What follows belongs to an exercise in optimizing a design on an open flow for small area, a short achievable clock period and few clock cycles per item; a production flow would make more cautious choices. The RTL was checked by simulation tests, not by an equivalence proof against the original design. No activity file was given, so power comes from the tool's default toggle rates.

==> tundra: inputs <==
## calc_top
module calc_top (
	input  wire                                c_clk,
	input  wire                                rst_n,
	input  wire [4*4-1:0]  in_cmd,
	input  wire [4*32-1:0] in_data,
	output wire [4*2-1:0] out_resp,
	output wire [4*32-1:0] out_data
);
==> flow/config.mk <==
export PLATFORM = sky130hd
export DESIGN_NAME = calc_top
export DESIGN_NICKNAME = calc_top
export VERILOG_FILES = /design/flow/design.v
export SDC_FILE = /design/flow/constraint.sdc
export NUM_CORES = 4
export LEC_CHECK = 0
export CAP_MARGIN = 20
export CORE_MARGIN = 2
export CORE_UTILIZATION = 40
export CTS_BUF_LIST = sky130_fd_sc_hd__clkbuf_8
export SETUP_SLACK_MARGIN = 2.3
export SLEW_MARGIN = 20
export SYNTH_HIERARCHICAL = 1
export SYNTH_MINIMUM_KEEP_SIZE = 0
==> flow/constraint.sdc <==
create_clock -name core_clock -period 5.0 [get_ports {c_clk}]
set_input_delay 1.0000 -clock core_clock [delete_from_list [all_inputs] [get_ports {c_clk}]]
set_output_delay 1.0000 -clock core_clock [all_outputs]
set_load 0.01 [all_outputs]
standard.sh (not shown) runs the stock make flow with config.mk's settings and CLKGATE_MAP_FILE= SYNTH_SCRIPT=/design/flow/synth_recipe.tcl, a recipe that flattens the netlist after the stock synthesis.
==> flow/flow/run.sh <==
#!/bin/bash
# The standard layout, except that the input and output ports get a plain
# buf_1 as their buffer instead of the flow's default delay buffer.
set -euo pipefail
export BUFFER_PORTS_ARGS="-buffer_cell sky130_fd_sc_hd__buf_1"
bash standard.sh > standard.log 2>&1
==> inputs of fjord, as changes to tundra <==
==> flow/flow/run.sh (replaced) <==
#!/bin/bash
# The standard layout, except that the input and output ports get a plain
# buf_2 as their buffer instead of the flow's default delay buffer.
set -euo pipefail
export BUFFER_PORTS_ARGS="-buffer_cell sky130_fd_sc_hd__buf_2"
bash standard.sh > standard.log 2>&1
- CTS_BUF_LIST: sky130_fd_sc_hd__clkbuf_8 -> not set
==> inputs of violet, as changes to tundra <==
==> flow/flow/run.sh (replaced) <==
#!/bin/bash
# The standard layout, except that the input and output ports get a plain
# buf_2 as their buffer instead of the flow's default delay buffer.
set -euo pipefail
export BUFFER_PORTS_ARGS="-buffer_cell sky130_fd_sc_hd__buf_2"
bash standard.sh > standard.log 2>&1
==> results.json <==
{
  "status": "finished clean",
  "p_clk_uw": 1120,
  "crit_fanout": 32,
  "clkCellAreaFrac_pct": 1.57,
  "routedWlPerCell_um": 20.7,
  "finalCriticalPeriod_ns": 2.66,
  "grt_pass1_vias": 19900,
  "drt_wl_total_mm": 79.7,
  "sequentialPowerShare_pct": 24.6,
  "worst_setup_path_end_kind": "output pin",
  "endpoint": "out_data[23]",
  "timing.hold.ws_ns": 0.416,
  "multiInputGateArea_um2": 18600
}
[end of results for tundra]
==> results.json <==
{
  "worst_setup_path_end_kind": "output pin",
  "combPwrFrac_pct": 67.3,
  "buf_share_pct": 7.51,
  "drt_wl_total_mm": 83.6,
  "post-place-ws_ns": 1.46,
  "synth_top_area_share_pct": 28.7,
  "timing.hold.ws_ns": 0.369,
  "grt_pass1_vias": 21000,
  "buffers": 333,
  "multiInputGateArea_um2": 18500,
  "antenna_cells": 6,
  "clkCellAreaFrac_pct": 1.45,
  "fillCellCount": 5631,
  "p_clk_uw": 1050,
  "ys_seq_area_share_pct": 15.1,
  "endpoint": "out_data[22]",
  "routedWlPerCell_um": 21.7,
  "status": "finished clean",
  "sequentialPowerShare_pct": 25.2
}
[end of results for violet]
==> results.json <==
{
  "drtIter0Drc": 1814,
  "p_clk_uw": 1370,
  "drt_wl_total_mm": 83.8,
  "status": "finished clean",
  "worst_setup_path_end_kind": "flip-flop",
  "clkCellAreaFrac_pct": 2.15,
  "clock-sinks": 164,
  "endpoint": "g_port[2].r[31]$_DFF_P_",
  "routedWlPerCell_um": 21.7,
  "sequentialPowerShare_pct": 23.7,
  "finalCriticalPeriod_ns": 2.69,
  "grt_pass1_vias": 21000,
  "multiInputGateArea_um2": 18800
}
[end of results for fjord]
Testbench counts of tundra, summed over its fixed seeds: cycles 3,208, items 6,400.
Testbench counts of fjord, summed over its fixed seeds: cycles 3,208, items 6,400.
Testbench counts of violet, summed over its fixed seeds: cycles 3,208, items 6,400.

========
==> job 6365: inputs <==
Another version of the RTL of calc_top (not shown whole).
## calc_top
module calc_top (
	input  wire                                c_clk,
	input  wire                                rst_n,
	input  wire [4*4-1:0]  in_cmd,
	input  wire [4*32-1:0] in_data,
	output wire [4*2-1:0] out_resp,
	output wire [4*32-1:0] out_data
);
	localparam integer W = 32;
	function automatic [W-1:0] bitrev(input [W-1:0] x);
		integer k;
		for (k = 0; k < W; k = k + 1) bitrev[k] = x[W-1-k];
	endfunction
	genvar i;
	generate
		for (i = 0; i < 4; i = i + 1) begin : g_port
			wire [4-1:0] cmd = in_cmd[i*4 +: 4];
			wire [W-1:0]           din = in_data[i*W +: W];
			reg              op2;      
			reg              k_sub;    
			reg              k_add;    
			reg              k_sh;     
			reg              k_shr;    
			reg  [2-1:0] resp;    
			reg              sel_n;    
			reg              sel_r;    
			reg  [W-1:0]     r;        
			wire [W-1:0]  sum;
			wire          cout;
			add_sub_unit u_add (.a(r), .b(din ^ {W{k_sub}}), .ci(k_sub), .s(sum), .co(cout));
			wire          err = cout ^ k_sub;    
			wire [W-1:0]  nshl;    
  ...
==> module unit_dispatch, before the edit <==
module unit_dispatch (
	input  wire                    s_a,
	input  wire                    s_b,
	input  wire                    s_c,
	input  wire [32-1:0] a,
	input  wire [32-1:0] nb,
	input  wire [32-1:0] c,
	output wire [32-1:0] y
);
	assign y = ({32{s_a}} & a) | ({32{s_b}} & ~nb) | ({32{s_c}} & c);
endmodule
==> module calc_top, before the edit <==
module calc_top (
	input  wire                                c_clk,
	input  wire                                rst_n,
	input  wire [4*4-1:0]  in_cmd,
	input  wire [4*32-1:0] in_data,
	output wire [4*2-1:0] out_resp,
	output wire [4*32-1:0] out_data
);
	localparam integer W = 32;
	function automatic [W-1:0] bitrev(input [W-1:0] x);
		integer k;
		for (k = 0; k < W; k = k + 1) bitrev[k] = x[W-1-k];
	endfunction
	genvar i;
	generate
		for (i = 0; i < 4; i = i + 1) begin : g_port
			wire [4-1:0] cmd = in_cmd[i*4 +: 4];
			wire [W-1:0]           din = in_data[i*W +: W];
			reg              op2;      
			reg              k_sub;    
			reg              k_add;    
			reg              k_sh;     
			reg              k_shr;    
			reg  [2-1:0] resp;    
			reg              sel_n;    
			reg              sel_r;    
			reg  [W-1:0]     r;        
			wire [W-1:0]  sum;
			wire          cout;
			add_sub_unit u_add (.a(r), .b(din ^ {W{k_sub}}), .ci(k_sub), .s(sum), .co(cout));
			wire          err = cout ^ k_sub;    
			wire [W-1:0]  nshl;    
			shift_unit u_shift (.a(r), .n(din[5-1:0]), .ny(nshl));
			wire          start = !op2 && (cmd != 4'd0);
			wire [W-1:0]  cap = (cmd == 4'd6) ? bitrev(din) : din;
			wire [W-1:0]  r_nxt;
			unit_dispatch u_mux (.s_a(!op2), .s_b(op2 && k_sh), .s_c(op2 && !k_sh),
				.a(cap), .nb(nshl), .c(sum), .y(r_nxt));
			always @(posedge c_clk or negedge rst_n) begin
				if (!rst_n) begin
					op2   <= 1'b0;
					resp  <= 2'd0;
					sel_n <= 1'b0;
					sel_r <= 1'b0;
				end else begin
					op2   <= start;
					sel_n <= op2 && ((k_add && !err) || (k_sh && !k_shr));
					sel_r <= op2 && k_shr;
					if (!op2)
						resp <= 2'd0;
					else if (k_add)
						resp <= err ? 2'd2 : 2'd1;
					else if (k_sh)
						resp <= 2'd1;
					else
						resp <= 2'd3;
				end
			end
			always @(posedge c_clk) begin
				k_sub <= (cmd == 4'd2);
				k_add <= (cmd == 4'd1) || (cmd == 4'd2);
				k_sh  <= (cmd == 4'd5) || (cmd == 4'd6);
				k_shr <= (cmd == 4'd6);
				r     <= r_nxt;
			end
			assign out_resp[i*2 +: 2] = resp;
			assign out_data[i*W +: W] = ({W{sel_n}} & r) | ({W{sel_r}} & bitrev(r));
		end
	endgenerate
endmodule
==> flow/config.mk <==
export PLATFORM = sky130hd
export DESIGN_NAME = calc_top
export DESIGN_NICKNAME = calc_top
export VERILOG_FILES = /design/flow/design.v
export SDC_FILE = /design/flow/constraint.sdc
export NUM_CORES = 4
export LEC_CHECK = 0
export CAP_MARGIN = 20
export CORE_MARGIN = 2
export CORE_UTILIZATION = 40
export SETUP_SLACK_MARGIN = 2.2
export SLEW_MARGIN = 20
export SYNTH_HIERARCHICAL = 1
export SYNTH_MINIMUM_KEEP_SIZE = 0
==> flow/constraint.sdc <==
create_clock -name core_clock -period 5.0 [get_ports {c_clk}]
set_input_delay 1.0000 -clock core_clock [delete_from_list [all_inputs] [get_ports {c_clk}]]
set_output_delay 1.0000 -clock core_clock [all_outputs]
set_load 0.01 [all_outputs]
==> flow/flow/run.sh <==
#!/bin/bash
# The standard layout, except that the input and output ports get a plain
# buf_2 as their buffer instead of the flow's default delay buffer.
set -euo pipefail
export BUFFER_PORTS_ARGS="-buffer_cell sky130_fd_sc_hd__buf_2"
bash standard.sh > standard.log 2>&1
==> inputs of job 1710, as changes to job 6365 <==
--- a/flow/design.v
+++ b/flow/design.v
@@ -1,14 +1,21 @@
 `timescale 1ns/10ps
 module unit_dispatch (
 	input  wire                    s_a,
+	input  wire                    s_ar,
 	input  wire                    s_b,
 	input  wire                    s_c,
+	input  wire                    s_cn,
 	input  wire [32-1:0] a,
+	input  wire [32-1:0] ar,
 	input  wire [32-1:0] nb,
 	input  wire [32-1:0] c,
-	output wire [32-1:0] y
+	output reg  [32-1:0] y
 );
-	assign y = ({32{s_a}} & a) | ({32{s_b}} & ~nb) | ({32{s_c}} & c);
+	integer k;
+	always @(*)
+		for (k = 0; k < 32; k = k + 1)
+			y[k] = (s_a & a[k]) | (s_ar & ar[32-1-k]) | (s_b & ~nb[k])
+				| (s_c & c[k]) | (s_cn & ~c[k]);
 endmodule
 `timescale 1ns/10ps
 module add_sub_unit (
@@ -595,16 +602,16 @@
 			reg              sel_r;    
 			reg  [W-1:0]     r;        
 			wire [W-1:0]  sum;
-			wire          cout;
-			add_sub_unit u_add (.a(r), .b(din ^ {W{k_sub}}), .ci(k_sub), .s(sum), .co(cout));
-			wire          err = cout ^ k_sub;    
+			wire          err;
+			add_sub_unit u_add (.a(r), .b(din), .ci(1'b0), .s(sum), .co(err));
 			wire [W-1:0]  nshl;    
 			shift_unit u_shift (.a(r), .n(din[5-1:0]), .ny(nshl));
 			wire          start = !op2 && (cmd != 4'd0);
-			wire [W-1:0]  cap = (cmd == 4'd6) ? bitrev(din) : din;
+			wire          cap_r = (cmd == 4'd6);
 			wire [W-1:0]  r_nxt;
-			unit_dispatch u_mux (.s_a(!op2), .s_b(op2 && k_sh), .s_c(op2 && !k_sh),
-				.a(cap), .nb(nshl), .c(sum), .y(r_nxt));
+			unit_dispatch u_mux (.s_a(!op2 && !cap_r), .s_ar(!op2 && cap_r), .s_b(op2 && k_sh),
+				.s_c(op2 && !k_sh && !k_sub), .s_cn(op2 && k_sub),
+				.a(din ^ {W{cmd == 4'd2}}), .ar(din), .nb(nshl), .c(sum), .y(r_nxt));
 			always @(posedge c_clk or negedge rst_n) begin
 				if (!rst_n) begin
 					op2   <= 1'b0;
SETUP_SLACK_MARGIN = 2.5   (was 2.2)
==> qor summary <==
metric                                                                  job 6365                 job 1710
Uppermost routed layer                                                      met4                     met5
Reg2reg path depth                                                            11                        9
Core Area                                                             0.0614 mm2               0.0616 mm2
Antenna violations before repair                                               2                        3
Synthesized instance count                                                  3160                     3295
Number of buffers outside the clock class in the layout                      341                      362
Clock Skews                                                            0.0218 ns                0.0183 ns
Synth warn                                                                     7                        8
Reg power frac                                                             23.6%                    22.3%
GRT Total Usage                                                            29.3%                    29.8%
Sw Pwr                                                                   9.29 mW                  9.44 mW
Worst slack at placement                                                 1.43 ns                  1.56 ns
Detailed placement HPWL                                                 76500 um                 75400 um
CP Max Fanout                                                                  3                       13
Vias in the first global route                                             23100                    23900
Post-synthesis average cell area                                        7.81 um2                 7.55 um2
First-pass GRT wire length                                             143000 um                146000 um
Dpl cells                                                                   4173                     4361
Period utilization                                                         55.6%                    51.9%
CP startpoint                                                        in_data[72]          g_port[3].sel_r
Status                                                   complete, no violations  complete, no violations
Data required, critical path                                             5.42 ns                  4.00 ns
Seq/total area                                                             12.2%                    12.0%
Power per standard cell area                                          566 mW/mm2               573 mW/mm2
Testbench counts of job 6365, summed over its fixed seeds: cycles 3,208, items 6,400.
Testbench counts of job 1710, summed over its fixed seeds: cycles 3,208, items 6,400.

==> afterwards: timing with drivers on the ports <==
How much do the figures lean on ideal ports? The routed layouts below were timed once more, with nothing changed but the port constraints. Step 1, drivers: a clkbuf_16 drives c_clk and a buf_2 each remaining input, both assumed. Step 2 moves the port delays by t, midway between the first and last clock arrival at a register: inputs arrive t later, outputs are due t later. That takes back most of the time a late clock gives input paths. Slacks: ideal ports / drivers / drivers and shift; pairs: ideal ports / drivers.
run	t (ns)	slack for setup (ns)	worst hold slack (ns)	worst setup path at the end	worst register clock-pin slew, ns
tundra	0.634	2.337 / 2.285 / 1.711	0.416 / 0.395 / 0.461	input to register	0.11 / 0.11
fjord	0.556	2.306 / 2.343 / 1.789	0.462 / 0.440 / 0.462	input to register	0.08 / 0.08
violet	0.647	2.323 / 2.271 / 1.725	0.369 / 0.341 / 0.470	input to register	0.12 / 0.12
job 6365	0.544	2.218 / 2.222 / 1.702	0.428 / 0.428 / 0.428	input to register	0.09 / 0.09
job 1710	0.567	2.404 / 2.343 / 1.948	0.455 / 0.455 / 0.455	input to register	0.08 / 0.08
After both steps every run listed still meets setup and hold. For tundra, which loses most, drivers alone change the setup slack by -0.052 ns; drivers and shift together by -0.626 ns.
